Source: an optimization exercise on an open RTL-to-GDS flow (aim: small area). Production flows keep margins and buffers that such runs may drop. Only simulation tests tie the RTL to the original design; equivalence was not proved. No activity file was given, so power comes from the tool's default toggle rates.

--- design/flow/config.mk ---
export PLATFORM = sky130hd
export DESIGN_NAME = rx_adc_conditioner
export DESIGN_NICKNAME = rx_adc_conditioner
export VERILOG_FILES = /design/flow/design.v
export SDC_FILE = /design/flow/constraint.sdc
export NUM_CORES = 4
export LEC_CHECK = 0
export ABC_AREA = 1
export CAP_MARGIN = 20
export CORE_MARGIN = 2
export CORE_UTILIZATION = 45
export CTS_BUF_LIST = sky130_fd_sc_hd__clkbuf_16
export CTS_CLUSTER_DIAMETER = 80
export CTS_CLUSTER_SIZE = 40
export SLEW_MARGIN = 20
--- design/flow/constraint.sdc ---
create_clock -name core_clock -period 5.5 [get_ports {clock}]
set_input_delay 1.1000 -clock core_clock [delete_from_list [all_inputs] [get_ports {clock}]]
set_output_delay 1.1000 -clock core_clock [all_outputs]
set_load 0.01 [all_outputs]
--- design/flow/design.v ---
package rx_adc_conditioner_pkg;
    localparam int ADDR_W = 7;
    localparam int DATA_W = 32;
    localparam int ADC_W  = 12;
    localparam int SMP_W  = 16;
    localparam int NCH    = 4;
    localparam int DEF_ADDR_DC_OFFSET_CL_EN = 39;
    localparam int DEF_ADDR_ADC_OFFSET_0    = 10;
    localparam int DEF_ADDR_ADC_OFFSET_1    = 11;
    localparam int DEF_ADDR_ADC_OFFSET_2    = 12;
    localparam int DEF_ADDR_ADC_OFFSET_3    = 13;
    localparam int DEF_ADDR_RX_MUX          = 38;
    localparam int MUX_W           = 20;
    localparam int MUX_NUMCHAN_LSB = 0;
    localparam int MUX_NUMCHAN_W   = 3;
    localparam int MUX_REAL_BIT    = 3;
    localparam int MUX_DDC_LSB     = 4;
    localparam int MUX_DDC_W       = 4;
    function automatic logic [MUX_DDC_W-1:0] ddc_sel(
        input logic [MUX_W-1:0] mux,
        input int               n
    );
        ddc_sel = mux[MUX_DDC_LSB + MUX_DDC_W*n +: MUX_DDC_W];
    endfunction
endpackage
import rx_adc_conditioner_pkg::*;
module rx_setting_reg
#(
    parameter int ADDR  = 0,
    parameter int WIDTH = 32,
    parameter int LSB   = 0
) (
    input  logic              clock,
    input  logic              reset,
    input  logic [ADDR_W-1:0] serial_addr,
    input  logic [DATA_W-1:0] serial_data,
    input  logic              serial_strobe,
    output logic [WIDTH-1:0]  value
);
    logic hit;
    assign hit = serial_strobe && (serial_addr == ADDR_W'(ADDR));
    always_ff @(posedge clock) begin
        if (reset) begin
            value <= '0;
        end else if (hit) begin
            value <= serial_data[LSB +: WIDTH];
        end
    end
endmodule
import rx_adc_conditioner_pkg::*;
module rx_dc_corrector
(
    input  logic             clock,
    input  logic             reset,
    input  logic             en,
    input  logic             load,
    input  logic [SMP_W-1:0] preload,
    input  logic [ADC_W-1:0] adc,
    output logic [SMP_W-1:0] corr
);
    logic [15:0] lo, hm;
    logic        up, dn;
    logic        hs;
    logic [15:0] x;
    logic        rnd;
    assign x = {adc[ADC_W-1], adc, 3'b000};
    assign rnd = hs & (|lo);
    logic [3:0]  l0, l1;
    logic [1:0]  e0;
    assign e0 = up ? 2'd1 : dn ? 2'd3 : 2'd2;      
    assign l0 = {1'b0, ~hm[2:0]} + {2'b00, e0};
    assign l1 = {1'b0, ~hm[2:0]} + {2'b00, e0} - 4'd1;
    logic [3:0]  lsel;
    assign lsel = rnd ? l1 : l0;
    logic        t16;
    logic [12:0] corr_hi;
    rx_add #(.W(13)) u_a1 (.a(x[15:3]), .b(~hm[15:3]), .cin(lsel[3]), .s(corr_hi), .cout(t16));
    assign corr = {corr_hi, lsel[2:0]};
    logic [15:0] cg, lo_n;
    logic        k16;
    assign cg = corr & {16{en}};
    rx_add #(.W(16)) u_a2 (.a(lo), .b(cg), .cin(1'b0), .s(lo_n), .cout(k16));
    logic [16:0] ci, bi;
    logic [15:0] hm_n;
    assign ci[0] = 1'b1;
    assign bi[0] = 1'b1;
    for (genvar i = 0; i < 16; i++) begin : g_id
        assign ci[i+1] = &hm[i:0];
        assign bi[i+1] = ~|hm[i:0];
        assign hm_n[i] = hm[i] ^ ((up & ci[i]) | (dn & bi[i]));
    end
    logic up_n, dn_n, hs_n;
    assign up_n = k16 & ~cg[15];
    assign dn_n = cg[15] & ~k16;
    logic hs_p, hs_z, hs_m;
    assign hs_p = hm_n[15];                            
    assign hs_z = hm_n[15] ^ (~|hm_n[14:0]);           
    assign hs_m = hm_n[15] ^ (~|hm_n[14:1]);           
    assign hs_n = up_n ? hs_p : dn_n ? hs_m : hs_z;
    logic set;
    assign set = load | reset;
    always_ff @(posedge clock) begin
        if (set) begin
            lo <= '0;
            hm <= preload;
            up <= 1'b1;
            dn <= 1'b0;
            hs <= preload[15];
        end else begin
            lo <= lo_n;
            hm <= hm_n;
            up <= up_n;
            dn <= dn_n;
            hs <= hs_n;
        end
    end
endmodule
module rx_add
#(
    parameter int W = 16
) (
    input  logic [W-1:0] a,
    input  logic [W-1:0] b,
    input  logic         cin,
    output logic [W-1:0] s,
    output logic         cout
);
    logic [W-1:0] p, g;
    logic [W:0]   c;
    assign p = a ^ b;
    assign g = a & b;
    assign c[0] = cin;
    for (genvar i = 0; i < W; i += 2) begin : g_c
        if (i + 1 < W) begin : g_two
            assign c[i+1] = g[i] | (p[i] & c[i]);
            assign c[i+2] = g[i+1] | (p[i+1] & g[i]) | (p[i+1] & p[i] & c[i]);
        end else begin : g_one
            assign c[i+1] = g[i] | (p[i] & c[i]);
        end
    end
    assign s = p ^ c[W-1:0];
    assign cout = c[W];
endmodule
module rx_rca
#(
    parameter int W = 16
) (
    input  logic [W-1:0] a,
    input  logic [W-1:0] b,
    input  logic         cin,
    output logic [W-1:0] s,
    output logic         cout
);
    logic [W-1:0] p, d;
    logic [W:0]   c;
    assign p = a ^ b;
    assign c[0] = cin;
    assign d[0] = cin;
    for (genvar i = 0; i < W; i++) begin : g_c
        assign c[i+1] = p[i] ? c[i] : a[i];
        if (i > 0) begin : g_d
            assign d[i] = ~(p[i-1] ? ~c[i-1] : ~a[i-1]);
        end
    end
    assign s = p ^ d;
    assign cout = c[W];
endmodule
import rx_adc_conditioner_pkg::*;
module rx_level_meter
(
    input  logic             clock,
    input  logic             clear,
    input  logic [ADC_W-1:0] adc,
    output logic [31:0]      rssi
);
    logic [20:0] level;
    logic [25:0] over;
    logic [10:0] mag;
    logic        flag;
    assign mag  = adc[ADC_W-1] ? ~adc[10:0] : adc[10:0];
    assign flag = &mag;
    assign rssi = {over[25:10], 5'd0, level[20:10]};
    logic [10:0] la, lb, lc, ls, lk;
    logic [10:0] lsum;
    assign la = level[10:0];
    assign lb = mag;
    assign lc = ~level[20:10];
    assign ls = la ^ lb ^ lc;
    assign lk = (la & lb) | (la & lc) | (lb & lc);
    logic [11:0] lx, ly;
    assign lx = {1'b0, ls};
    assign ly = {lk, 1'b0};
    logic lt11, lt12, lup, ldn;
    rx_rca #(.W(12)) u_la (.a(lx), .b(ly), .cin(1'b1), .s({lt11, lsum}), .cout(lt12));
    assign lup = lt12;                
    assign ldn = ~lt12 & ~lt11;       
    logic [9:0] lh, lh_n;
    logic [10:0] lci, lbi;
    assign lh = level[20:11];
    assign lci[0] = 1'b1;
    assign lbi[0] = 1'b1;
    for (genvar i = 0; i < 10; i++) begin : g_lid
        assign lci[i+1] = &lh[i:0];
        assign lbi[i+1] = ~|lh[i:0];
        assign lh_n[i] = lh[i] ^ ((lup & lci[i]) | (ldn & lbi[i]));
    end
    logic [15:0] osum;
    logic        ok16;
    rx_rca #(.W(16)) u_oa (.a(over[15:0]), .b(~over[25:10]), .cin(~flag), .s(osum), .cout(ok16));
    logic oup, odn;
    assign oup = ok16 & flag;
    assign odn = ~ok16 & ~flag;
    logic [9:0] oh, oh_n;
    logic [10:0] oci, obi;
    assign oh = over[25:16];
    assign oci[0] = 1'b1;
    assign obi[0] = 1'b1;
    for (genvar i = 0; i < 10; i++) begin : g_oid
        assign oci[i+1] = &oh[i:0];
        assign obi[i+1] = ~|oh[i:0];
        assign oh_n[i] = oh[i] ^ ((oup & oci[i]) | (odn & obi[i]));
    end
    always_ff @(posedge clock) begin
        if (clear) begin
            level <= '0;
            over  <= '0;
        end else begin
            level <= {lh_n, lsum};
            over  <= {oh_n, osum};
        end
    end
endmodule
import rx_adc_conditioner_pkg::*;
module rx_adc_conditioner
#(
    parameter int ADDR_DC_OFFSET_CL_EN = DEF_ADDR_DC_OFFSET_CL_EN,
    parameter int ADDR_ADC_OFFSET_0    = DEF_ADDR_ADC_OFFSET_0,
    parameter int ADDR_ADC_OFFSET_1    = DEF_ADDR_ADC_OFFSET_1,
    parameter int ADDR_ADC_OFFSET_2    = DEF_ADDR_ADC_OFFSET_2,
    parameter int ADDR_ADC_OFFSET_3    = DEF_ADDR_ADC_OFFSET_3,
    parameter int ADDR_RX_MUX          = DEF_ADDR_RX_MUX
) (
    input  logic              clock,
    input  logic              reset,
    input  logic              enable,
    input  logic [ADDR_W-1:0] serial_addr,
    input  logic [DATA_W-1:0] serial_data,
    input  logic              serial_strobe,
    input  logic [ADC_W-1:0]  rx_a_a,
    input  logic [ADC_W-1:0]  rx_b_a,
    input  logic [ADC_W-1:0]  rx_a_b,
    input  logic [ADC_W-1:0]  rx_b_b,
    output logic [31:0]       rssi_0,
    output logic [31:0]       rssi_1,
    output logic [31:0]       rssi_2,
    output logic [31:0]       rssi_3,
    output logic [SMP_W-1:0]  ddc0_in_i,
    output logic [SMP_W-1:0]  ddc0_in_q,
    output logic [SMP_W-1:0]  ddc1_in_i,
    output logic [SMP_W-1:0]  ddc1_in_q,
    output logic [SMP_W-1:0]  ddc2_in_i,
    output logic [SMP_W-1:0]  ddc2_in_q,
    output logic [SMP_W-1:0]  ddc3_in_i,
    output logic [SMP_W-1:0]  ddc3_in_q,
    output logic [3:0]        rx_numchan
);
    localparam int MQ_LSB = MUX_REAL_BIT;
    localparam int MQ_W   = MUX_W - MUX_REAL_BIT;
    logic [MUX_NUMCHAN_W-1:0]  numchan;
    logic [NCH-1:0]            dco_en;
    logic [NCH-1:0][ADC_W-1:0] adc;
    logic [NCH-1:0][SMP_W-1:0] corr;
    logic [NCH-1:0][SMP_W-1:0] corr_q;
    logic [NCH-1:0][31:0]      rssi;
    logic [MUX_W-1:0]          bus_q;
    logic                      mux_wr;
    logic [MQ_W-1:0]           mux_q;
    logic [NCH-1:0]            load;
    logic                      meter_clear;
    logic                      post_reset;
    assign meter_clear = reset || !enable || post_reset;
    rx_setting_reg #(.ADDR(ADDR_RX_MUX), .WIDTH(MUX_NUMCHAN_W), .LSB(MUX_NUMCHAN_LSB)) u_mux (
        .clock, .reset, .serial_addr, .serial_data, .serial_strobe,
        .value(numchan)
    );
    rx_setting_reg #(.ADDR(ADDR_DC_OFFSET_CL_EN), .WIDTH(NCH)) u_dco (
        .clock, .reset, .serial_addr, .serial_data, .serial_strobe,
        .value(dco_en)
    );
    always_ff @(posedge clock) begin
        bus_q <= serial_data[MUX_W-1:0];
    end
    always_ff @(posedge clock) begin
        if (reset) begin
            mux_wr <= 1'b0;
            load   <= '0;
        end else begin
            mux_wr  <= serial_strobe && (serial_addr == ADDR_W'(ADDR_RX_MUX));
            load[0] <= serial_strobe && (serial_addr == ADDR_W'(ADDR_ADC_OFFSET_0));
            load[1] <= serial_strobe && (serial_addr == ADDR_W'(ADDR_ADC_OFFSET_1));
            load[2] <= serial_strobe && (serial_addr == ADDR_W'(ADDR_ADC_OFFSET_2));
            load[3] <= serial_strobe && (serial_addr == ADDR_W'(ADDR_ADC_OFFSET_3));
        end
    end
    always_ff @(posedge clock) begin
        if (reset) begin
            mux_q <= '0;
        end else if (mux_wr) begin
            mux_q <= bus_q[MQ_LSB +: MQ_W];
        end
    end
    always_ff @(posedge clock) begin
        post_reset <= reset;
        adc[0] <= rx_a_a;
        adc[1] <= rx_b_a;
        adc[2] <= rx_a_b;
        adc[3] <= rx_b_b;
    end
    logic [SMP_W-1:0] preload;
    assign preload = reset ? '0 : bus_q[SMP_W-1:0];
    for (genvar n = 0; n < NCH; n++) begin : g_ch
        rx_dc_corrector u_dc (
            .clock, .reset, .en(dco_en[n]), .load(load[n]),
            .preload(preload), .adc(adc[n]), .corr(corr[n])
        );
        rx_level_meter u_lvl (
            .clock, .clear(meter_clear), .adc(adc[n]), .rssi(rssi[n])
        );
    end
    logic out_zero;
    always_ff @(posedge clock) begin
        corr_q   <= corr;
        out_zero <= reset || post_reset;
    end
    logic [NCH-1:0][SMP_W-1:0] ddc_i;
    logic [NCH-1:0][SMP_W-1:0] ddc_q;
    for (genvar d = 0; d < NCH; d++) begin : g_ddc
        logic [MUX_DDC_W-1:0] sel;
        logic [NCH-1:0]       oh_i, oh_q;
        assign sel = mux_q[MUX_DDC_LSB - MQ_LSB + MUX_DDC_W*d +: MUX_DDC_W];
        for (genvar k = 0; k < NCH; k++) begin : g_k
            assign oh_i[k] = !out_zero && (sel[1:0] == k);
            assign oh_q[k] = !out_zero && !mux_q[0] && (sel[3:2] == k);
        end
        always_comb begin
            ddc_i[d] = '0;
            ddc_q[d] = '0;
            for (int k = 0; k < NCH; k++) begin
                ddc_i[d] = ddc_i[d] | (corr_q[k] & {SMP_W{oh_i[k]}});
                ddc_q[d] = ddc_q[d] | (corr_q[k] & {SMP_W{oh_q[k]}});
            end
        end
    end
    assign ddc0_in_i = ddc_i[0];
    assign ddc0_in_q = ddc_q[0];
    assign ddc1_in_i = ddc_i[1];
    assign ddc1_in_q = ddc_q[1];
    assign ddc2_in_i = ddc_i[2];
    assign ddc2_in_q = ddc_q[2];
    assign ddc3_in_i = ddc_i[3];
    assign ddc3_in_q = ddc_q[3];
    assign rssi_0 = rssi[0];
    assign rssi_1 = rssi[1];
    assign rssi_2 = rssi[2];
    assign rssi_3 = rssi[3];
    assign rx_numchan = {numchan, 1'b0};
endmodule
--- design/flow/run.sh ---
#!/bin/bash
# synth_recipe.tcl (not shown) runs the flow's synth.tcl, then flattens the netlist and writes it again
# the make line also repeats each setting of config.mk as NAME=value (left out here)
make -C /OpenROAD-flow-scripts/flow DESIGN_CONFIG=/design/flow/config.mk WORK_HOME=/design/flow/orfs CLKGATE_MAP_FILE= SYNTH_SCRIPT=/design/flow/synth_recipe.tcl finish
==> results of run 1 <==
stage by stage:
| step | util (%) | setup slack, ps | setup TNS (ps) | area [sq um] |
|---|---|---|---|---|
| finish | 53.0 | 409 | 0 | 35700 |
| global route | 53.0 | -35.7 | -73.7 | 35700 |
| CTS | 52.7 | 80.8 | 0 | 35500 |
| detailed placement | 51.1 | 119 | 0 | 34400 |
| global placement | 51.1 | 184 | 0 | 34400 |
| floorplan | - | 608 | 0 | 30800 |
cells by family (layout without fill, tap and decap cells):
logic type,count (synthesis),in the layout
adders and majority gates,240,240
muxes,2,2
and+or+nand+nor,1528,1528
buffers and inverters,1009,1258
xor gates and xnor gates,133,133
other,1,22
AOI/OAI and AO/OA,984,984
DFF,491,491
state kept, by name, indices dropped and copies added, names as in the netlist:
register / cells
adc: 48
out_zero: 1
corr_q: 64
mux_wr: 1
g_ch.u_dc.up: 4
g_ch.u_lvl.level: 84
g_ch.u_dc.hs: 4
g_ch.u_dc.lo: 64
post_reset: 1
bus_q: 20
g_ch.u_dc.hm: 64
g_ch.u_dc.dn: 4
u_mux.value: 3
u_dco.value: 4
load: 4
g_ch.u_lvl.over: 104
mux_q: 17
cell usage after synthesis, types with 4 or more instances:
cell type	number	area (sq um)
fa_1	104	2080
nor3_2	4	40.0
nor4_1	20	125
xnor2_1	16	140
a21o_1	13	97.6
o21ai_0	433	2170
o21ai_1	4	20.0
o22ai_1	71	444
nand3_1	106	531
dfxtp_1	491	9830
a21oi_1	384	1920
a211oi_1	17	128
buf_1	5	18.8
a311oi_1	12	105
nand2_1	675	2530
xor2_1	117	1020
ha_1	136	1700
inv_2	18	67.6
nand3_2	26	260
buf_4	93	698
or2_2	24	150
nor2_1	528	1980
clkbuf_1	72	270
nand4_1	25	156
o21a_1	10	75.1
nor2_2	16	100
nand2_2	45	282
nor3_1	43	215
inv_1	818	3070
a31oi_1	25	156
area by class of cell:
cell class | instances | area, sq um
clock buffer | 31 | 776
timing repair buffer | 363 | 3520
sequential | 491 | 9850
antenna | 1 | 2.50
clock inverter | 27 | 358
multi-input combinational | 2908 | 17000
fill | 6742 | 31700
tap | 873 | 1090
inverter | 837 | 3140
where the power goes:
group / switching, mW / total [mW] / internal [mW]
clock: 1.53 / 2.72 / 1.19
combinational: 3.85 / 6.16 / 2.30
sequential: 0.546 / 4.52 / 3.98
metal layers:
metal / share of wire (%) / vias up
met5: 0.036 / -
met4: 2.7 / 6
met3: 5.1 / 143
met2: 47 / 688
met1: 45 / 13000
li1: - / 14300
timing repair:
| item | in CTS | in global routing |
|---|---|---|
| endpoints found under the setup margin | 0 | 43 |
| setup buffers | 0 | 4 |
| resized for setup | 0 | 43 |
worst max-delay path, delay by kind of cell, from the launching register on:
family,cells,cell delay (ps)
buffers and inverters,3,1380
AND/OR/NAND/NOR,2,890
flip-flops,1,340
AO/OA/AOI/OAI,3,730
worst paths after layout:
kind,start,end,slack (ps),depth (start not counted)
worst max register to register,g_ch[2].u_dc.up,g_ch[2].u_dc.hs,430,28
worst min-delay path,post_reset,out_zero,470,2
worst max-delay path,mux_q[0],ddc0_in_q[12],410,8
worst min register to register,post_reset,out_zero,470,2
==> impl_metrics.env, run 1 <==
export IMPL_grt_use_total_pct=26.4
export IMPL_synth_compound_area_share_pct=17.0
export IMPL_drive_gt1_share_pct=6.16
export IMPL_via_per_inst=5.09
export IMPL_coreArea_sq_um=67400
export IMPL_status="complete, no violations"
export IMPL_met1_usage_pct=35.5
export IMPL_cts_tree="yes"
export IMPL_clockBufferDepth=3
export IMPL_crit_chain="nor2_1 > inv_1 > nor3_1 > inv_1 > o21ai_0 > a21oi_1 > o21ai_0 > clkdlybuf4s50_1"
export IMPL_synthArstFlopShare_pct=0
export IMPL_drt_total_wl_um=94900
export IMPL_die_height_um=265
export IMPL_finalClockSkew_ps=50.8
export IMPL_clock_root_buffer="clkbuf_16"
export IMPL_grt_busiest_layer="met2"
export IMPL_synthFlopType="dfxtp_1"
export IMPL_via_count=28100
export IMPL_synth_cell_type_count=52
export IMPL_numCtsBuffers=31
export IMPL_worst_pin_slew_ps=1160
export IMPL_start_util_pct=45.6
export IMPL_p_leak_nw=15.9
export IMPL_drv_slew=0
export IMPL_cp_end_kind="output port"
export IMPL_min_period_over_period_pct=92.6
export IMPL_critPathArrivalTime_ps=3990
export IMPL_htree_levels=1
export IMPL_synth_xor_area_share_pct=3.79
export IMPL_critPathMaxStageDelay_ps=700
export IMPL_rows=95
export IMPL_fin_nets=4963
export IMPL_die_area_sq_um=70400
export IMPL_grt_overflow=0
export IMPL_drtPass1Iterations=6
export IMPL_cts_reportedPaths_clkPinSlew_ps=110
export IMPL_slew_headroom_pct=21.8
export IMPL_min_period_ps=5090
export IMPL_io_pins=351
export IMPL_clk_latency_ps=650
export IMPL_globalplace_congestion=0.999
export IMPL_clock_sinks=491
export IMPL_start_kind="flop"
export IMPL_hpwl_um=74700
export IMPL_final_cell_mix="inv_1 (817), nand2_1 (675), nor2_1 (524)"
export IMPL_grt_pass1_wl_um=146000
export IMPL_synth_area_mux_share_pct=0.0651
export IMPL_port_buffers=317
export IMPL_ys_seq_area_share_pct=32.0
export IMPL_max_vdd_ir_drop_mv=0.353
export IMPL_cap_viol_max_count=0
export IMPL_final_cells=5531
export IMPL_wl_per_cell_um=17.2
export IMPL_antenna_left=0
export IMPL_hold_viol_final=0
export IMPL_hp_class="reg2reg"
export IMPL_ys_ff_latch=491
export IMPL_whs_ps=474
export IMPL_power_density_nw_per_um2=375
export IMPL_die_x_um=265
export IMPL_final_common_cell="inv_1"
export IMPL_syn_inst=4388
export IMPL_avgSynthCellArea_sq_um=7.01
export IMPL_cts_hold_buf=0
export IMPL_crit_slowest_cell="nor3_1"
export IMPL_path_class="reg2out"
export IMPL_gr_usage_met2_pct=44.8
export IMPL_setup_viol_count_final=0
export IMPL_synth_top_family_by_area="simple AND/OR/NAND/NOR gates"
export IMPL_yosys_area_share_simple_pct=21.3
export IMPL_critPathRequiredTime_ps=4400
export IMPL_grt_use_met3_pct=3.13
export IMPL_grt_pass1_vias=26100
export IMPL_max_freq_ghz=0.196
export IMPL_finalPower_mw=13.4
export IMPL_ys_warn_count=5
export IMPL_drc=0
export IMPL_synthesis_area_sq_um=30700
export IMPL_critPathMaxFanout=14
export IMPL_antenna_found_initial=4
export IMPL_syn2layout_area_growth_pct=16.2
export IMPL_grt_max_degree=85
export IMPL_drt_iter0_markers=1947
export IMPL_post_place_cells=5468
export IMPL_synth_edf_count=0
export IMPL_synthAdderAreaFrac_pct=12.3
==> run 2: changes to the inputs <==
--- a/design/flow/config.mk
+++ b/design/flow/config.mk
@@ -9,7 +9,7 @@
 export CAP_MARGIN = 20
 export CORE_MARGIN = 2
 export CORE_UTILIZATION = 45
-export CTS_BUF_LIST = sky130_fd_sc_hd__clkbuf_16
-export CTS_CLUSTER_DIAMETER = 80
-export CTS_CLUSTER_SIZE = 40
+export CTS_BUF_LIST = sky130_fd_sc_hd__clkbuf_8
+export CTS_CLUSTER_DIAMETER = 45
+export CTS_CLUSTER_SIZE = 16
 export SLEW_MARGIN = 20
==> run 2 against run 1 <==
Largest cell class unchanged. Total power rose by 4.3%. Still clean. Largest power group unchanged. Synthesized cell count did not move. Sequential power barely moved. Critical path type unchanged. Maximum frequency fell by 0.20%.
==> impl_metrics.env, run 2 <==
export IMPL_status="complete, no violations"
export IMPL_synthFlopType="dfxtp_1"
export IMPL_cts_reportedPaths_clkPinSlew_ps=100
export IMPL_whs_ps=465
export IMPL_grt_pass1_wl_um=148000
export IMPL_timing_rr_start="g_ch[2].u_dc.up"
export IMPL_cp_num_buf_inv=3
export IMPL_place_ws_ps=119
export IMPL_postLayoutCellArea_sq_um=36200
export IMPL_slew_headroom_pct=25.9
export IMPL_yosysMostFrequentCell="inv_1"
export IMPL_drtPass1Iterations=9
export IMPL_hold_start="bus_q[15]"
export IMPL_cts_tree="yes"
export IMPL_hold_viol_final=0
export IMPL_power_density_nw_per_um2=387
export IMPL_drt_total_wl_um=95700
export IMPL_worst_pin_slew_ps=1100
export IMPL_clk_latency_ps=690
export IMPL_num_fill_cells=6719
export IMPL_synth_top_area_share_pct=32.0
export IMPL_hpwl_um=74700
export IMPL_port_buffers=317
export IMPL_clock_sinks=491
export IMPL_ys_seq_area_share_pct=32.0
export IMPL_die_area_sq_um=70400
export IMPL_p_leak_nw=16.2
export IMPL_setup_viol_count_final=0
export IMPL_start_kind="flop"
export IMPL_wl_per_cell_um=17.1
export IMPL_final_common_cell="inv_1"
export IMPL_critPathMaxFanout=14
export IMPL_cap_viol_max_count=0
export IMPL_final_cells=5602
export IMPL_grt_max_degree=85
export IMPL_drv_slew=0
export IMPL_rrSetupSlack_ps=400
export IMPL_numCtsBuffers=74
export IMPL_critPathArrivalTime_ps=4000
export IMPL_drt_iter0_markers=1877
export IMPL_synth_cell_type_count=52
export IMPL_max_freq_ghz=0.196
export IMPL_synthesis_area_sq_um=30700
export IMPL_crit_chain="nor2_1 > inv_1 > nor3_1 > inv_1 > o21ai_0 > a21oi_1 > o21ai_0 > clkdlybuf4s50_1"
export IMPL_largest_reg_flops=104
export IMPL_synth_area_leaders="dfxtp_1 (32%), inv_1 (10%), nand2_1 (8.2%)"
export IMPL_min_period_ps=5100
export IMPL_post_dp_cell_area_sq_um=34400
export IMPL_crit_slowest_cell="nor3_1"
export IMPL_cts_setup_buffers=0
export IMPL_critPathRequiredTime_ps=4400
export IMPL_rows=95
export IMPL_finalClockSkew_ps=68.7
export IMPL_drive_gt1_share_pct=7.38
export IMPL_coreArea_sq_um=67400
export IMPL_yosysTopAreaCell="dfxtp_1"
export IMPL_die_x_um=265
export IMPL_syn2layout_area_growth_pct=17.7
export IMPL_antenna_left=0
export IMPL_path_class="reg2out"
export IMPL_critPathMaxStageDelay_ps=690
export IMPL_synth_commonest_cells="inv_1 (818), nand2_1 (675), nor2_1 (528)"
export IMPL_fin_nets=5002
export IMPL_avgSynthCellArea_sq_um=7.01
export IMPL_syn_inst=4388
export IMPL_grt_use_total_pct=26.8
export IMPL_final_cell_mix="inv_1 (824), nand2_1 (675), nor2_1 (525)"
export IMPL_grt_overflow=0
export IMPL_antenna_found_initial=4
export IMPL_io_pins=351
export IMPL_setup_slack_ps=399
export IMPL_critical_path_top_delay_family="buffers and inverters"
export IMPL_finalPower_mw=14.0
export IMPL_grt_pass1_vias=26600
export IMPL_htree_levels=3
export IMPL_via_count=28400
export IMPL_ctsResizeCount=0
export IMPL_hp_class="reg2reg"
export IMPL_clock_root_buffer="clkbuf_8"
export IMPL_reg_largest_list="g_ch.u_lvl.over (104), g_ch.u_lvl.level (84)"
export IMPL_synthArstFlopShare_pct=0
export IMPL_ys_ff_latch=491
export IMPL_cts_hold_buf=0
export IMPL_hold_end="mux_q[12]"
export IMPL_rsz0062_at_grt="yes"
export IMPL_reg2reg_to="g_ch[2].u_dc.hs"
export IMPL_max_vdd_ir_drop_mv=0.355
export IMPL_reg2reg_depth=28
export IMPL_globalplace_congestion=0.999
export IMPL_die_height_um=265
export IMPL_start_util_pct=45.6
export IMPL_min_delay_path_depth=2
export IMPL_drc=0
export IMPL_largest_register="g_ch.u_lvl.over"
export IMPL_via_per_inst=5.06
export IMPL_synth_edf_count=0
export IMPL_min_period_over_period_pct=92.8
export IMPL_clockBufferDepth=3
export IMPL_cp_end_kind="output port"
export IMPL_post_place_cells=5468
export IMPL_ys_warn_count=5
[run 2: cell count changes in the layout (fill, tap and decap cells not counted), sizes merged]
cell,change
buf,-4
bufinv,+3
clkbuf,+49
clkinv,+6
clkinvlp,+10
inv,+7
[run 2: worst max-delay path by stage]
stage / endpoint / start / slack (ps) / cells after the start
2_1_floorplan: g_ch[2].u_dc.lo[15] / g_ch[2].u_dc.up / 610 / 25
5_1_grt: g_ch[0].u_dc.hs / g_ch[0].u_dc.up / -100 / 29
6_report: ddc0_in_q[5] / mux_q[0] / 400 / 8
3_3_place_gp: g_ch[2].u_dc.hs / g_ch[2].u_dc.up / 180 / 28
3_5_place_dp: g_ch[2].u_dc.hs / g_ch[2].u_dc.up / 120 / 28
4_1_cts: g_ch[2].u_dc.lo[15] / g_ch[2].u_dc.up / 70 / 25
[run 2: final cells by class]
cell class / count / area (sq um) / area share (%)
multi-input combinational: 2908 / 17000 / 47.0
tap: 873 / 1090 / 3.02
inverter: 837 / 3140 / 8.69
clock inverter: 53 / 505 / 1.40
antenna: 1 / 2.50 / 0.00692
sequential: 491 / 9840 / 27.2
clock buffer: 80 / 1100 / 3.04
timing repair buffer: 359 / 3490 / 9.64
[run 2: logic make-up (layout without fill, tap and decap cells)]
family	count (synthesis)	count (layout)	share of synthesized area, %
mux	2	2	0.0651
flops	491	491	32.0
simple gates	1528	1528	21.3
xor+xnor	133	133	3.79
other cells	1	22	0.0122
fa+ha+maj	240	240	12.3
compound gates	984	984	17.0
buf+inv	1009	1329	13.5
[run 2: per-layer routing]
| metal | up-vias | wire length [um] | GRT usage (%) |
|---|---|---|---|
| met1 | 13000 | 43300 | 35.5 |
| met2 | 696 | 44300 | 44.8 |
| met3 | 188 | 5180 | 3.97 |
| met5 | - | 34 | 0 |
| li1 | 14500 | - | - |
| met4 | 6 | 2880 | 8.63 |
[run 2: stage by stage]
stage	utilization, %	TNS, ps
floorplan	-	0
global placement	51.1	0
detailed placement	51.1	0
CTS	53.4	0
global route	53.7	-142
finish	53.7	0
[run 2: worst register-to-register path: cells and delay by family, from the launching register on]
| kind | cells | cell delay, ps |
|---|---|---|
| flops | 1 | 340 |
| fa+ha+maj | 4 | 1340 |
| simple gates | 10 | 890 |
| buf+inv | 4 | 350 |
| compound gates | 8 | 1620 |
| xor+xnor | 2 | 450 |
[run 2: power breakdown]
group,internal (mW),switching (mW)
sequential,3.98,0.549
clock,1.62,1.68
combinational,2.30,3.85
==> run 3: changes to the inputs <==
==> design/flow/flow/run.sh (new file) <==
#!/bin/bash
# The standard layout, with every port buffered by the smallest buffer
# cell (sky130_fd_sc_hd__buf_1) instead of the one buffer_ports picks.
set -euo pipefail
export BUFFER_PORTS_ARGS="-buffer_cell sky130_fd_sc_hd__buf_1"
bash standard.sh > standard.log 2>&1
==> design/flow/standard.sh (new file) <==
#!/bin/bash
# synth_recipe.tcl (not shown) runs the flow's synth.tcl, then flattens the netlist and writes it again
# the make line also repeats each setting of config.mk as NAME=value (left out here)
make -C /OpenROAD-flow-scripts/flow DESIGN_CONFIG=/design/flow/config.mk WORK_HOME=/design/flow/orfs CLKGATE_MAP_FILE= SYNTH_SCRIPT=/design/flow/synth_recipe.tcl "${@:-finish}"
--- a/design/flow/config.mk
+++ b/design/flow/config.mk
@@ -8,8 +8,8 @@
 export ABC_AREA = 1
 export CAP_MARGIN = 20
 export CORE_MARGIN = 2
-export CORE_UTILIZATION = 45
-export CTS_BUF_LIST = sky130_fd_sc_hd__clkbuf_8
-export CTS_CLUSTER_DIAMETER = 45
-export CTS_CLUSTER_SIZE = 16
+export CORE_UTILIZATION = 50
+export CTS_BUF_LIST = sky130_fd_sc_hd__clkbuf_16
+export CTS_CLUSTER_DIAMETER = 50
+export CTS_CLUSTER_SIZE = 24
 export SLEW_MARGIN = 20
removed: design/flow/run.sh
==> run 3 against run 2 <==
Clock skew shrank 35 ps. Largest power group unchanged. Critical endpoint is now g_ch[3].u_dc.hs. Still clean on timing, DRC and antenna. Clock power rose by 21%. Cell count is 2.2% lower. Sequential power about the same.
==> impl_metrics.env, run 3 <==
export IMPL_max_freq_ghz=0.197
export IMPL_ys_ff_latch=491
export IMPL_cts_reportedPaths_clkPinSlew_ps=80
export IMPL_grt_pass1_vias=26300
export IMPL_cts_tree="yes"
export IMPL_largest_reg_flops=104
export IMPL_via_per_inst=5.20
export IMPL_pwr_share_seq_pct=31.4
export IMPL_synth_top_area_share_pct=32.0
export IMPL_io_pins=351
export IMPL_antenna_found_initial=0
export IMPL_min_period_over_period_pct=92.5
export IMPL_critical_path_top_delay_family="compound AO/OA/AOI/OAI gates"
export IMPL_worst_pin_slew_ps=1160
export IMPL_synthFlopType="dfxtp_1"
export IMPL_critPathMaxStageDelay_ps=570
export IMPL_max_vdd_ir_drop_mv=0.448
export IMPL_path_class="reg2reg"
export IMPL_final_common_cell="inv_1"
export IMPL_rrSetupSlack_ps=410
export IMPL_grt_overflow=0
export IMPL_p_leak_nw=15.5
export IMPL_drc=0
export IMPL_yosysTopAreaCell="dfxtp_1"
export IMPL_cap_viol_max_count=0
export IMPL_critPathMaxFanout=4
export IMPL_clock_sinks=491
export IMPL_pwr_share_clk_pct=27.8
export IMPL_reg2reg_depth=29
export IMPL_drt_iter0_markers=2260
export IMPL_finalPower_mw=14.4
export IMPL_synthesis_area_sq_um=30700
export IMPL_syn2layout_area_growth_pct=12.1
export IMPL_path_depth=29
export IMPL_synth_commonest_cells="inv_1 (818), nand2_1 (675), nor2_1 (528)"
export IMPL_drtPass1Iterations=6
export IMPL_clock_root_buffer="clkbuf_16"
export IMPL_reg_largest_list="g_ch.u_lvl.over (104), g_ch.u_lvl.level (84)"
export IMPL_drive_gt1_share_pct=6.92
export IMPL_synthArstFlopShare_pct=0
export IMPL_worst_path_most_repeated_cell="nand2_1"
export IMPL_critPathArrivalTime_ps=5600
export IMPL_crit_slowest_cell="fa_1"
export IMPL_slew_headroom_pct=22.3
export IMPL_antenna_left=0
export IMPL_die_x_um=252
export IMPL_p_int_mw=8.16
export IMPL_finalClockSkew_ps=34.1
export IMPL_synth_area_leaders="dfxtp_1 (32%), inv_1 (10%), nand2_1 (8.2%)"
export IMPL_coreArea_sq_um=60600
export IMPL_critPathRequiredTime_ps=6020
export IMPL_ys_warn_count=5
export IMPL_hold_viol_final=0
export IMPL_globalplace_congestion=1.01
export IMPL_hpwl_um=73100
export IMPL_numCtsBuffers=60
export IMPL_syn_inst=4388
export IMPL_grt_max_degree=85
export IMPL_port_buffers=317
export IMPL_clockBufferDepth=3
export IMPL_min_period_ps=5090
export IMPL_cp_end_kind="flop"
export IMPL_grt_use_total_pct=29.3
export IMPL_status="complete, no violations"
export IMPL_synth_edf_count=0
export IMPL_yosysMostFrequentCell="inv_1"
export IMPL_power_density_nw_per_um2=417
export IMPL_die_area_sq_um=63500
export IMPL_min_delay_path_depth=2
export IMPL_p_comb_share_pct=40.8
export IMPL_num_fill_cells=6019
export IMPL_p_sw_mw=6.21
export IMPL_final_cell_mix="inv_1 (817), nand2_1 (675), nor2_1 (523)"
export IMPL_synth_cell_type_count=52
export IMPL_via_count=28500
export IMPL_fin_nets=4979
export IMPL_start_util_pct=50.7
export IMPL_die_height_um=252
export IMPL_hp_class="reg2reg"
export IMPL_post_place_cells=5367
export IMPL_largest_register="g_ch.u_lvl.over"
export IMPL_start_kind="flop"
export IMPL_drt_total_wl_um=94200
export IMPL_cp_num_buf_inv=4
export IMPL_ys_seq_area_share_pct=32.0
export IMPL_clk_latency_ps=640
export IMPL_grt_pass1_wl_um=146000
export IMPL_avgSynthCellArea_sq_um=7.01
export IMPL_setup_viol_count_final=0
export IMPL_htree_levels=2
export IMPL_fin_util_pct=56.9
export IMPL_rows=90
export IMPL_power_switching_share_pct=43.2
export IMPL_wl_per_cell_um=17.2
export IMPL_drv_slew=0
export IMPL_final_cells=5480
-- run 3: what timing repair did --
action	4_1_cts	5_1_grt
setup buffers	0	1
hold endpoints to repair	0	0
hold buffers	0	0
setup endpoints to repair	0	33
gates resized for setup	0	49
-- run 3: worst reg2reg max path, delay by kind of cell (launching register included) --
family	cells	cell delay (ps)
flip-flops	1	370
buffers and inverters	4	250
adder cells (fa/ha/maj)	4	1390
XOR/XNOR	2	440
AO/OA/AOI/OAI	8	1510
AND/OR/NAND/NOR	11	990
-- run 3: stage by stage --
step | setup TNS (ps) | setup slack (ps) | instance area [sq um] | hold slack [ps]
detailed placement | 0 | 159 | 32200 | 443
CTS | 0 | 108 | 34300 | 461
finish | 0 | 414 | 34400 | 463
global placement | 0 | 179 | 32200 | 442
floorplan | 0 | 608 | 30800 | 400
global route | -64.9 | -52.0 | 34400 | 485
-- run 3: area by class of cell --
cell class	count	area, sq um	area share [%]
Antenna cell	1	2.50	0.00726
Clock buffer	60	1500	4.36
Clock inverter	51	510	1.48
Inverter	837	3140	9.12
Multi-Input combinational cell	2908	17000	49.4
Sequential cell	491	9840	28.6
Tap cell	782	978	2.84
Timing Repair Buffer	350	1440	4.18
-- run 3: power groups by stage --
stage	registers, mW	clock network (mW)	logic, mW
5_1_grt	4.56	4.24	6.76
4_1_cts	4.50	4.08	5.88
3_5_place_dp	4.58	0	5.83
6_report	4.51	4.00	5.87
3_3_place_gp	4.58	0	5.75
2_1_floorplan	4.37	0	4.86
-- run 3: worst paths after layout --
kind	startpoint	endpoint
worst max-delay path	g_ch[3].u_dc.up	g_ch[3].u_dc.hs
worst min-delay path	post_reset	out_zero
worst max register to register	g_ch[3].u_dc.up	g_ch[3].u_dc.hs
worst min register to register	post_reset	out_zero
-- run 3: logic make-up (layout without fill, tap and decap cells) --
logic type,count (synthesis),in the layout,share of synthesized area (%)
XOR/XNOR,133,133,3.79
AO/OA/AOI/OAI,984,984,17.0
flip-flops,491,491,32.0
adder cells (fa/ha/maj),240,240,12.3
multiplexers,2,2,0.0651
AND/OR/NAND/NOR,1528,1528,21.3
buffers and inverters,1009,1298,13.5
other,1,22,0.0122
-- run 3: layer usage --
layer	track usage, %	part of all wire (%)	up-vias
met5	0	0	-
met4	8.93	3.1	0
met3	5.04	7.0	189
met2	46.6	45	861
met1	40.5	45	13100
li1	-	-	14400
==> run 4: changes to the inputs <==
--- a/design/flow/config.mk
+++ b/design/flow/config.mk
@@ -8,8 +8,8 @@
 export ABC_AREA = 1
 export CAP_MARGIN = 20
 export CORE_MARGIN = 2
-export CORE_UTILIZATION = 50
+export CORE_UTILIZATION = 45
 export CTS_BUF_LIST = sky130_fd_sc_hd__clkbuf_16
 export CTS_CLUSTER_DIAMETER = 50
-export CTS_CLUSTER_SIZE = 24
+export CTS_CLUSTER_SIZE = 40
 export SLEW_MARGIN = 20
==> run 4 against run 3 <==
Cell count grew 2.2%. First-iteration DRC count rose by 1.7%. Total power is 6.5% higher. Worst setup slack improved by 4.1 ps. Clock-buffer cell count rose by 14. Critical path depth is 1 lower. Sequential share of layout area down 0.62 points. Largest cell class unchanged. Largest power group unchanged.
==> impl_metrics.env, run 4 <==
export IMPL_via_per_inst=5.10
export IMPL_synthFlopType="dfxtp_1"
export IMPL_port_buffers=317
export IMPL_reg_largest_list="g_ch.u_lvl.over (104), g_ch.u_lvl.level (84)"
export IMPL_cts_reportedPaths_clkPinSlew_ps=60
export IMPL_hp_class="reg2reg"
export IMPL_drive_gt1_share_pct=7.57
export IMPL_crit_path_start="g_ch[2].u_dc.up"
export IMPL_grt_pass1_vias=26100
export IMPL_htree_levels=3
export IMPL_cap_viol_max_count=0
export IMPL_path_depth=28
export IMPL_synthesis_area_sq_um=30700
export IMPL_fin_util_pct=52.3
export IMPL_clock_root_buffer="clkbuf_16"
export IMPL_via_count=28600
export IMPL_final_common_cell="inv_1"
export IMPL_min_delay_path_depth=2
export IMPL_rows=95
export IMPL_num_fill_cells=6729
export IMPL_post_place_cells=5461
export IMPL_clk_latency_ps=630
export IMPL_critPathMaxFanout=4
export IMPL_synth_top_area_share_pct=32.0
export IMPL_drt_total_wl_um=93900
export IMPL_reg2reg_to="g_ch[2].u_dc.hs"
export IMPL_reg2reg_depth=28
export IMPL_ys_ff_latch=491
export IMPL_synth_cell_type_count=52
export IMPL_grt_pass1_wl_um=146000
export IMPL_avgSynthCellArea_sq_um=7.01
export IMPL_setup_viol_count_final=0
export IMPL_cp_num_buf_inv=3
export IMPL_ys_warn_count=5
export IMPL_max_freq_ghz=0.197
export IMPL_postLayoutCellArea_sq_um=35200
export IMPL_place_ws_ps=134
export IMPL_final_cell_mix="inv_1 (820), nand2_1 (675), nor2_1 (518)"
export IMPL_worst_pin_slew_ps=1060
export IMPL_wl_per_cell_um=16.8
export IMPL_start_kind="flop"
export IMPL_timing_rr_start="g_ch[2].u_dc.up"
export IMPL_pwr_share_seq_pct=29.4
export IMPL_drt_iter0_markers=2299
export IMPL_post_dp_cell_area_sq_um=32400
export IMPL_critPathMaxStageDelay_ps=440
export IMPL_start_util_pct=45.6
export IMPL_die_area_sq_um=70400
export IMPL_drtPass1Iterations=6
export IMPL_p_sw_mw=6.37
export IMPL_clockBufferDepth=3
export IMPL_p_comb_share_pct=38.1
export IMPL_syn2layout_area_growth_pct=14.6
export IMPL_critical_path_top_delay_family="compound AO/OA/AOI/OAI gates"
export IMPL_drv_slew=0
export IMPL_pwr_share_clk_pct=32.5
export IMPL_setup_slack_ps=418
export IMPL_status="complete, no violations"
export IMPL_numCtsBuffers=73
export IMPL_whs_ps=452
export IMPL_worst_path_most_repeated_cell="nand2_1"
export IMPL_hold_start="post_reset"
export IMPL_grt_overflow=0
export IMPL_die_x_um=265
export IMPL_fin_nets=4999
export IMPL_syn_inst=4388
export IMPL_rrSetupSlack_ps=420
export IMPL_multi_input_area_sq_um=17000
export IMPL_drc=0
export IMPL_synth_commonest_cells="inv_1 (818), nand2_1 (675), nor2_1 (528)"
export IMPL_max_vdd_ir_drop_mv=0.331
export IMPL_synth_area_leaders="dfxtp_1 (32%), inv_1 (10%), nand2_1 (8.2%)"
export IMPL_min_period_over_period_pct=92.4
export IMPL_p_int_mw=8.94
export IMPL_coreArea_sq_um=67400
export IMPL_cts_tree="yes"
export IMPL_yosysMostFrequentCell="inv_1"
export IMPL_finalPower_mw=15.3
export IMPL_power_switching_share_pct=41.6
export IMPL_grt_max_degree=79
export IMPL_io_pins=351
export IMPL_setup_tns_final_ps=0
export IMPL_antenna_left=0
export IMPL_p_leak_nw=15.9
export IMPL_largest_reg_flops=104
export IMPL_slew_headroom_pct=29.0
export IMPL_final_cells=5601
export IMPL_antenna_found_initial=2
export IMPL_die_height_um=265
export IMPL_crit_slowest_cell="fa_1"
export IMPL_path_class="reg2reg"
export IMPL_clock_sinks=491
export IMPL_synthArstFlopShare_pct=0
export IMPL_regArea_sq_um=9850
export IMPL_grt_use_total_pct=26.3
export IMPL_yosysTopAreaCell="dfxtp_1"
export IMPL_cp_end_kind="flop"
export IMPL_largest_register="g_ch.u_lvl.over"
export IMPL_critPathArrivalTime_ps=5580
export IMPL_ys_seq_area_share_pct=32.0
export IMPL_globalplace_congestion=1.03
export IMPL_hold_end="out_zero"
export IMPL_synth_edf_count=0
export IMPL_critPathRequiredTime_ps=6000
export IMPL_finalClockSkew_ps=24.7
export IMPL_power_density_nw_per_um2=435
export IMPL_min_period_ps=5080
export IMPL_hpwl_um=72400
export IMPL_hold_viol_final=0
-- run 4: worst max-delay path by stage --
stage	slack (ps)	endpoint
final	420	g_ch[2].u_dc.hs
after global routing	-20	g_ch[0].u_dc.hs
after CTS	90	g_ch[2].u_dc.hs
after detailed placement	130	g_ch[2].u_dc.hs
after global placement	170	g_ch[2].u_dc.hs
after floorplan	610	g_ch[2].u_dc.lo[15]
-- run 4: timing repair --
action	4_1_cts	5_1_grt
resized for setup	0	47
buffers inserted	0	4
hold buffers	0	0
setup endpoints to repair	0	39
-- run 4: cells by family (layout without fill, tap and decap cells) --
group           after synthesis  after routing  share of synthesized area [%]
simple gates               1528           1528                           21.3
buf+inv                    1009           1328                           13.5
compound gates              984            984                           17.0
flops                       491            491                           32.0
fa+ha+maj                   240            240                           12.3
xor+xnor                    133            133                           3.79
mux                           2              2                         0.0651
other cells                   1             22                         0.0122
-- run 4: per-layer routing --
layer,up-vias,GRT usage [%],routed length [um]
li1,14500,-,-
met1,13000,35.3,41800
met2,871,42.5,42800
met3,194,4.87,6380
met4,2,8.44,2920
met5,-,0,13
-- run 4: power by group through the flow --
stage	combinational (mW)	sequential, mW	clock, mW
final	5.83	4.51	4.97
after floorplan	4.86	4.37	0
after global routing	6.72	4.56	5.22
after CTS	5.84	4.50	5.08
after global placement	5.72	4.57	0
after detailed placement	5.80	4.57	0
-- run 4: cell type report --
cell class                 count  share of cell area [%]
clock inverter                60                    2.18
tap                          873                    3.10
antenna                        1                 0.00710
inverter                     837                    8.93
multi-input combinational   2908                    48.3
timing repair buffer         357                    4.29
sequential                   491                    27.9
clock buffer                  74                    5.26
-- run 4: worst register-to-register path, delay by kind of cell, from the launching register on --
family | cells | cell delay [ps]
and+or+nand+nor | 12 | 1100
buffers and inverters | 3 | 260
AOI/OAI and AO/OA | 7 | 1480
DFF | 1 | 330
adders and majority gates | 4 | 1380
xor gates and xnor gates | 2 | 430
==> run 5: changes to the inputs <==
--- a/design/flow/config.mk
+++ b/design/flow/config.mk
@@ -10,6 +10,6 @@
 export CORE_MARGIN = 2
 export CORE_UTILIZATION = 45
 export CTS_BUF_LIST = sky130_fd_sc_hd__clkbuf_16
-export CTS_CLUSTER_DIAMETER = 50
-export CTS_CLUSTER_SIZE = 40
+export CTS_CLUSTER_DIAMETER = 60
+export CTS_CLUSTER_SIZE = 30
 export SLEW_MARGIN = 20
==> run 5 against run 4 <==
Sequential cell count stayed put. Non-clock buffer count stayed put. Register-to-register slack barely moved. Critical path type unchanged. Largest power group unchanged. Core utilization shrank 1.4 points.
==> impl_metrics.env, run 5 <==
export IMPL_hold_viol_final=0
export IMPL_start_kind="flop"
export IMPL_yosysTopAreaCell="dfxtp_1"
export IMPL_grt_pass1_vias=25700
export IMPL_clock_root_buffer="clkbuf_16"
export IMPL_synthFlopType="dfxtp_1"
export IMPL_clk_latency_ps=610
export IMPL_max_freq_ghz=0.196
export IMPL_reg_largest_list="g_ch.u_lvl.over (104), g_ch.u_lvl.level (84)"
export IMPL_crit_slowest_cell="fa_1"
export IMPL_ys_seq_area_share_pct=32.0
export IMPL_drt_iter0_markers=2342
export IMPL_final_common_cell="inv_1"
export IMPL_worst_path_most_repeated_cell="nand2_1"
export IMPL_slew_headroom_pct=31.4
export IMPL_yosysMostFrequentCell="inv_1"
export IMPL_final_cells=5550
export IMPL_grt_max_degree=79
export IMPL_postLayoutCellArea_sq_um=34300
export IMPL_clockBufferDepth=3
export IMPL_path_class="reg2reg"
export IMPL_ys_ff_latch=491
export IMPL_status="complete, no violations"
export IMPL_largest_reg_flops=104
export IMPL_die_height_um=265
export IMPL_post_dp_cell_area_sq_um=32400
export IMPL_min_delay_path_depth=2
export IMPL_ys_warn_count=5
export IMPL_cp_end_kind="flop"
export IMPL_finalPower_mw=13.8
export IMPL_reg2reg_to="g_ch[2].u_dc.hs"
export IMPL_synth_cell_type_count=52
export IMPL_cts_tree="yes"
export IMPL_grt_use_total_pct=26.0
export IMPL_start_util_pct=45.6
export IMPL_antenna_left=0
export IMPL_drtPass1Iterations=7
export IMPL_crit_path_start="g_ch[2].u_dc.up"
export IMPL_synthesis_area_sq_um=30700
export IMPL_die_area_sq_um=70400
export IMPL_wl_per_cell_um=16.8
export IMPL_critPathMaxFanout=4
export IMPL_rrSetupSlack_ps=410
export IMPL_synth_edf_count=0
export IMPL_setup_viol_count_final=0
export IMPL_drive_gt1_share_pct=6.74
export IMPL_power_density_nw_per_um2=403
export IMPL_via_per_inst=5.12
export IMPL_syn_inst=4388
export IMPL_final_cell_mix="inv_1 (819), nand2_1 (675), nor2_1 (518)"
export IMPL_synth_commonest_cells="inv_1 (818), nand2_1 (675), nor2_1 (528)"
export IMPL_hp_class="reg2reg"
export IMPL_avgSynthCellArea_sq_um=7.01
export IMPL_max_vdd_ir_drop_mv=0.332
export IMPL_hold_start="post_reset"
export IMPL_cts_reportedPaths_clkPinSlew_ps=90
export IMPL_worst_pin_slew_ps=1020
export IMPL_critPathMaxStageDelay_ps=440
export IMPL_globalplace_congestion=1.03
export IMPL_drc=0
export IMPL_critPathArrivalTime_ps=5580
export IMPL_p_leak_nw=15.4
export IMPL_numCtsBuffers=47
export IMPL_port_buffers=317
export IMPL_fin_nets=4973
export IMPL_syn2layout_area_growth_pct=11.4
export IMPL_drt_total_wl_um=93200
export IMPL_via_count=28400
export IMPL_timing_rr_start="g_ch[2].u_dc.up"
export IMPL_io_pins=351
export IMPL_clock_sinks=491
export IMPL_reg2reg_depth=28
export IMPL_post_place_cells=5461
export IMPL_grt_overflow=0
export IMPL_synth_top_area_share_pct=32.0
export IMPL_coreArea_sq_um=67400
export IMPL_finalClockSkew_ps=40.4
export IMPL_rows=95
export IMPL_hold_end="out_zero"
export IMPL_min_period_over_period_pct=92.6
export IMPL_die_x_um=265
export IMPL_grt_pass1_wl_um=144000
export IMPL_antenna_found_initial=3
export IMPL_critPathRequiredTime_ps=5990
export IMPL_synth_area_leaders="dfxtp_1 (32%), inv_1 (10%), nand2_1 (8.2%)"
export IMPL_cts_hold_buf=0
export IMPL_drv_slew=0
export IMPL_num_antenna_cells=0
export IMPL_largest_register="g_ch.u_lvl.over"
export IMPL_hpwl_um=72400
export IMPL_htree_levels=2
export IMPL_synthArstFlopShare_pct=0
export IMPL_cap_viol_max_count=0
export IMPL_fin_util_pct=50.8
export IMPL_min_period_ps=5090
[run 5: cell counts after synthesis]
Identical to the previous run, type by type.
[run 5: kinds of logic after synthesis]
family          count (synthesis)  share of synthesized area, %
buf+inv                      1009                          13.5
simple gates                 1528                          21.3
compound gates                984                          17.0
flops                         491                          32.0
other cells                     1                        0.0122
xor+xnor                      133                          3.79
mux                             2                        0.0651
fa+ha+maj                     240                          12.3
[run 5: worst max-delay path by stage]
stage / end
2_1_floorplan: g_ch[2].u_dc.lo[15]
3_3_place_gp: g_ch[2].u_dc.hs
3_5_place_dp: g_ch[2].u_dc.hs
4_1_cts: g_ch[2].u_dc.hs
5_1_grt: g_ch[0].u_dc.hs
6_report: g_ch[2].u_dc.hs
[run 5: critical path, delay by kind of cell (launching register included)]
kind | cells | cell delay (ps)
compound gates | 7 | 1460
xor+xnor | 2 | 430
fa+ha+maj | 4 | 1380
buf+inv | 3 | 260
flops | 1 | 340
simple gates | 12 | 1110
[run 5: where the power goes]
group / switching, mW / internal, mW / leakage [nW]
combinational: 3.88 / 1.97 / 10.6
sequential: 0.519 / 3.98 / 4.02
clock: 1.67 / 1.81 / 0.799
total: 6.07 / 7.75 / 15.4
[run 5: area by class of cell]
| type | count | area, sq um |
|---|---|---|
| clock buffers | 47 | 1180 |
| inverters | 837 | 3150 |
| flip-flops and latches | 491 | 9850 |
| repair buffers | 357 | 1510 |
| multi-input cells | 2908 | 17000 |
| well taps | 873 | 1090 |
| fillers | 6805 | 33100 |
| clock inverters | 37 | 463 |
[run 5: metal layers]
metal  global-route usage [%]  up-vias  routed length (um)
met1                     35.3    13000               41800
met2                     42.4      850               42300
met3                     4.08      175                6220
li1                         -    14400                   -
met4                     7.88        4                2830
met5                        0        -                  29
[run 5: stage by stage]
stage / setup slack [ps] / setup TNS [ps] / hold slack [ps]
after CTS: 92.1 / 0 / 462
final: 407 / 0 / 461
after floorplan: 608 / 0 / 400
after global placement: 171 / 0 / 439
after detailed placement: 134 / 0 / 440
after global routing: -47.4 / -54.6 / 487
[run 5: repair_timing]
action	CTS	global route
setup buffers	0	4
setup endpoints to repair	0	40
gates resized for setup	0	52
==> run 6: changes to the inputs <==
--- a/design/flow/design.v
+++ b/design/flow/design.v
@@ -74,12 +74,12 @@
     assign lsel = rnd ? l1 : l0;
     logic        t16;
     logic [12:0] corr_hi;
-    rx_add #(.W(13)) u_a1 (.a(x[15:3]), .b(~hm[15:3]), .cin(lsel[3]), .s(corr_hi), .cout(t16));
+    rx_rca #(.W(13)) u_a1 (.a(x[15:3]), .b(~hm[15:3]), .cin(lsel[3]), .s(corr_hi), .cout(t16));
     assign corr = {corr_hi, lsel[2:0]};
     logic [15:0] cg, lo_n;
     logic        k16;
     assign cg = corr & {16{en}};
-    rx_add #(.W(16)) u_a2 (.a(lo), .b(cg), .cin(1'b0), .s(lo_n), .cout(k16));
+    rx_rca #(.W(16)) u_a2 (.a(lo), .b(cg), .cin(1'b0), .s(lo_n), .cout(k16));
     logic [16:0] ci, bi;
     logic [15:0] hm_n;
     assign ci[0] = 1'b1;
==> design/flow/flow/run.sh (replaced) <==
#!/bin/bash
# The standard layout (standard.sh) with two changes:
#  1. Synthesis runs the standard flow's own script, synth_recipe.tcl, except that Yosys's
#     extract_fa is skipped and the final ABC mapping uses flow/area.abc
#     (area mapping under a 3.8 ns delay target) instead of ORFS's script.
#     Registers, their names and cell types are those of the standard synthesis.
#  2. Every port is buffered with the smallest buffer, sky130_fd_sc_hd__buf_1.
# Each tool's full output stays in orfs/logs; make's output goes to flow.log.
set -euo pipefail
W=$PWD
cat > "$W/own_synth.tcl" <<EOS
yosys -import
proc extract_fa {args} { puts "extract_fa skipped: ABC maps the adders" }
proc abc {args} {
  set i [lsearch -exact \$args -script]
  if { \$i >= 0 } {
    set args [lreplace \$args [expr {\$i + 1}] [expr {\$i + 1}] $W/flow/area.abc]
  }
  puts "abc \$args"
  yosys abc {*}\$args
}
source $W/synth_recipe.tcl
EOS
sed "s#SYNTH_SCRIPT=[^ ]*#SYNTH_SCRIPT=$W/own_synth.tcl#" standard.sh > own_standard.sh
grep -q "SYNTH_SCRIPT=$W/own_synth.tcl" own_standard.sh
export BUFFER_PORTS_ARGS="-buffer_cell sky130_fd_sc_hd__buf_1"
bash own_standard.sh > flow.log 2>&1
==> design/flow/flow/area.abc (new file) <==
strash
dc2
dch
map -D 3800
buffer
upsize -D 3800
dnsize -D 3800
stime -p
==> run 6 against run 5 <==
Still clean. Clock skew decreased by 15 ps. Synthesized cell count decreased by 5.6%. Sequential share of layout area increased by 0.63 points. Core utilization increased by 2.3 points. Critical path depth increased by 9. First-iteration DRC count decreased by 8.1%. Critical endpoint is now g_ch[1].u_lvl.over[23]. Largest power group unchanged.
==> impl_metrics.env, run 6 <==
export IMPL_cp_end_kind="flop"
export IMPL_grt_pass1_wl_um=137000
export IMPL_crit_slowest_cell="dfxtp_2"
export IMPL_clock_root_buffer="clkbuf_16"
export IMPL_avgSynthCellArea_sq_um=6.93
export IMPL_num_fill_cells=6349
export IMPL_yosysTopAreaCell="dfxtp_1"
export IMPL_clockBufferDepth=3
export IMPL_wl_per_cell_um=17.0
export IMPL_grt_use_total_pct=26.1
export IMPL_antenna_found_initial=6
export IMPL_largest_register="g_ch.u_lvl.over"
export IMPL_fin_nets=4545
export IMPL_grt_use_met3_pct=4.58
export IMPL_power_density_nw_per_um2=407
export IMPL_worst_pin_slew_ps=1010
export IMPL_antenna_left=0
export IMPL_drt_total_wl_um=90500
export IMPL_clk_latency_ps=590
export IMPL_p_leak_nw=13.4
export IMPL_min_period_ps=5230
export IMPL_drtPass1Iterations=6
export IMPL_globalplace_congestion=1.01
export IMPL_synth_commonest_cells="nand2_1 (586), inv_1 (582), nor2_1 (534)"
export IMPL_critPathMaxStageDelay_ps=330
export IMPL_path_class="reg2reg"
export IMPL_synthesis_area_sq_um=28700
export IMPL_synth_edf_count=0
export IMPL_reg_largest_list="g_ch.u_lvl.over (104), g_ch.u_lvl.level (84)"
export IMPL_synthArstFlopShare_pct=0
export IMPL_gr_usage_met2_pct=42.1
export IMPL_port_buffers=317
export IMPL_hp_class="reg2reg"
export IMPL_cts_hold_buf=0
export IMPL_yosysMostFrequentCell="nand2_1"
export IMPL_post_dp_cell_area_sq_um=30500
export IMPL_io_pins=351
export IMPL_critPathRequiredTime_ps=5920
export IMPL_met1_usage_pct=34.5
export IMPL_rsz0062_at_grt="yes"
export IMPL_finalClockSkew_ps=24.9
export IMPL_synth_area_leaders="dfxtp_1 (34%), nand2_1 (7.7%), inv_1 (7.6%)"
export IMPL_via_count=28000
export IMPL_drc=0
export IMPL_status="complete, no violations"
export IMPL_fin_util_pct=53.1
export IMPL_grt_pass1_vias=24800
export IMPL_clock_sinks=491
export IMPL_setup_viol_count_final=0
export IMPL_postLayoutCellArea_sq_um=33500
export IMPL_rows=92
export IMPL_coreArea_sq_um=63100
export IMPL_final_cell_mix="inv_1 (580), nand2_1 (572), nor2_1 (499)"
export IMPL_grt_overflow=0
export IMPL_drt_iter0_markers=2152
export IMPL_ys_ff_latch=491
export IMPL_die_area_sq_um=65800
export IMPL_slew_headroom_pct=32.9
export IMPL_largest_reg_flops=104
export IMPL_die_height_um=257
export IMPL_cts_tree="yes"
export IMPL_min_period_over_period_pct=95.0
export IMPL_grt_busiest_layer="met2"
export IMPL_drive_gt1_share_pct=11.2
export IMPL_start_kind="flop"
export IMPL_max_vdd_ir_drop_mv=0.577
export IMPL_cts_reportedPaths_clkPinSlew_ps=90
export IMPL_grt_max_degree=61
export IMPL_htree_levels=2
export IMPL_ys_seq_area_share_pct=34.2
export IMPL_cap_viol_max_count=0
export IMPL_ys_warn_count=5
export IMPL_syn_inst=4143
export IMPL_max_freq_ghz=0.191
export IMPL_finalPower_mw=13.6
export IMPL_die_x_um=257
export IMPL_numCtsBuffers=44
export IMPL_drv_slew=0
export IMPL_synth_top_area_share_pct=34.2
export IMPL_syn2layout_area_growth_pct=16.7
export IMPL_whs_ps=443
export IMPL_synthFlopType="dfxtp_1"
export IMPL_via_per_inst=5.25
export IMPL_final_common_cell="inv_1"
export IMPL_critPathMaxFanout=7
export IMPL_synth_cell_type_count=68
export IMPL_setup_tns_final_ps=0
export IMPL_start_util_pct=45.5
export IMPL_hpwl_um=67000
export IMPL_critPathArrivalTime_ps=5650
export IMPL_hold_viol_final=0
[run 6: cell count changes in the layout (fill, tap and decap cells not counted), sizes merged, moves of 64 or more]
cell   change
ha       -136
nand2    -129
fa       -104
buf       +71
or2       +64
a22oi    +134
xnor2     +72
o21ai     -80
inv      -255
[run 6: kinds of logic after synthesis]
family | share of synthesized area [%]
XOR/XNOR | 8.08
AND/OR/NAND/NOR | 22.2
buffers and inverters | 11.5
flip-flops | 34.2
AO/OA/AOI/OAI | 24.0
other | 0.0131
[run 6: final cells by class]
cell class                 instances  area, sq um  share of cell area, %
antenna                            3         7.51                 0.0224
clock inverter                    35          407                   1.21
timing repair buffer             431         2190                   6.55
clock buffer                      45         1130                   3.36
inverter                         584         2200                   6.57
sequential                       491         9840                   29.4
multi-input combinational       2902        16700                   49.8
tap                              846         1060                   3.16
[run 6: worst max-delay path, delay by kind of cell (launching register included)]
family          cells  cell delay [ps]
simple gates       16             1780
buf+inv             3              400
xor+xnor            1              170
flops               1              330
compound gates     17             2410
[run 6: metal layers]
| layer | part of all wire [%] | up-vias |
|---|---|---|
| met5 | 0.066 | - |
| met1 | 45 | 12700 |
| met2 | 45 | 863 |
| li1 | - | 14300 |
| met3 | 6.6 | 190 |
| met4 | 4.1 | 8 |
[run 6: per-stage QoR]
stage	cells	worst slack, ps
6_report	5337	275
4_1_cts	5283	36.6
3_5_place_dp	5203	87.4
2_1_floorplan	4163	974
3_3_place_gp	5202	212
5_1_grt	5335	-150
[run 6: what timing repair did]
action	in CTS	in global routing
setup endpoints to repair	0	57
gates resized for setup	0	212
buffers inserted	0	48
[run 6: worst paths after layout]
kind	startpoint	to	slack [ps]	depth (start not counted)
worst max-delay path	adc[23]	g_ch[1].u_lvl.over[23]	270	37
worst min-delay path	bus_q[16]	mux_q[13]	440	2
worst max register to register	adc[23]	g_ch[1].u_lvl.over[23]	270	37
worst min register to register	bus_q[16]	mux_q[13]	440	2
[run 6: power by group]
group          total (mW)  switching (mW)  internal, mW  leakage, nW
Sequential           4.44           0.515          3.93         4.02
Clock                3.29            1.64          1.65        0.738
Combinational        5.89            3.42          2.47         8.67
Total                13.6            5.58          8.04         13.4

## re-timing with driven ports
No port has a modelled driver above. Below, the same layouts with a new extraction and two added sets of constraints.
Step 1: set_driving_cell puts a clkbuf_16 on clock and a buf_2 on each other input, an assumption about the parent block.
Step 2, shift: input delay + t, output delay - t, t = (earliest + latest rising clock arrival at the registers) / 2. This alone moves slack from input paths to output paths.
Three values: no drivers, after step 1, after step 2; two values: the first two.
run	shift t [ns]	slack for setup (ns)	latest minus earliest clock arrival (ns)	worst data-port slew with drivers (ns)
run 1	0.695	0.409 / 0.341 / 0.428	0.053 / 0.053	0.09
run 2	0.715	0.399 / 0.339 / 0.401	0.076 / 0.077	0.08
run 3	0.680	0.414 / 0.414 / 0.414	0.034 / 0.034	0.07
run 4	0.679	0.418 / 0.418 / 0.418	0.025 / 0.025	0.09
run 5	0.657	0.407 / 0.407 / 0.407	0.041 / 0.041	0.10
run 6	0.647	0.275 / 0.275 / 0.275	0.026 / 0.025	0.12
After both steps every run listed still meets setup and hold.
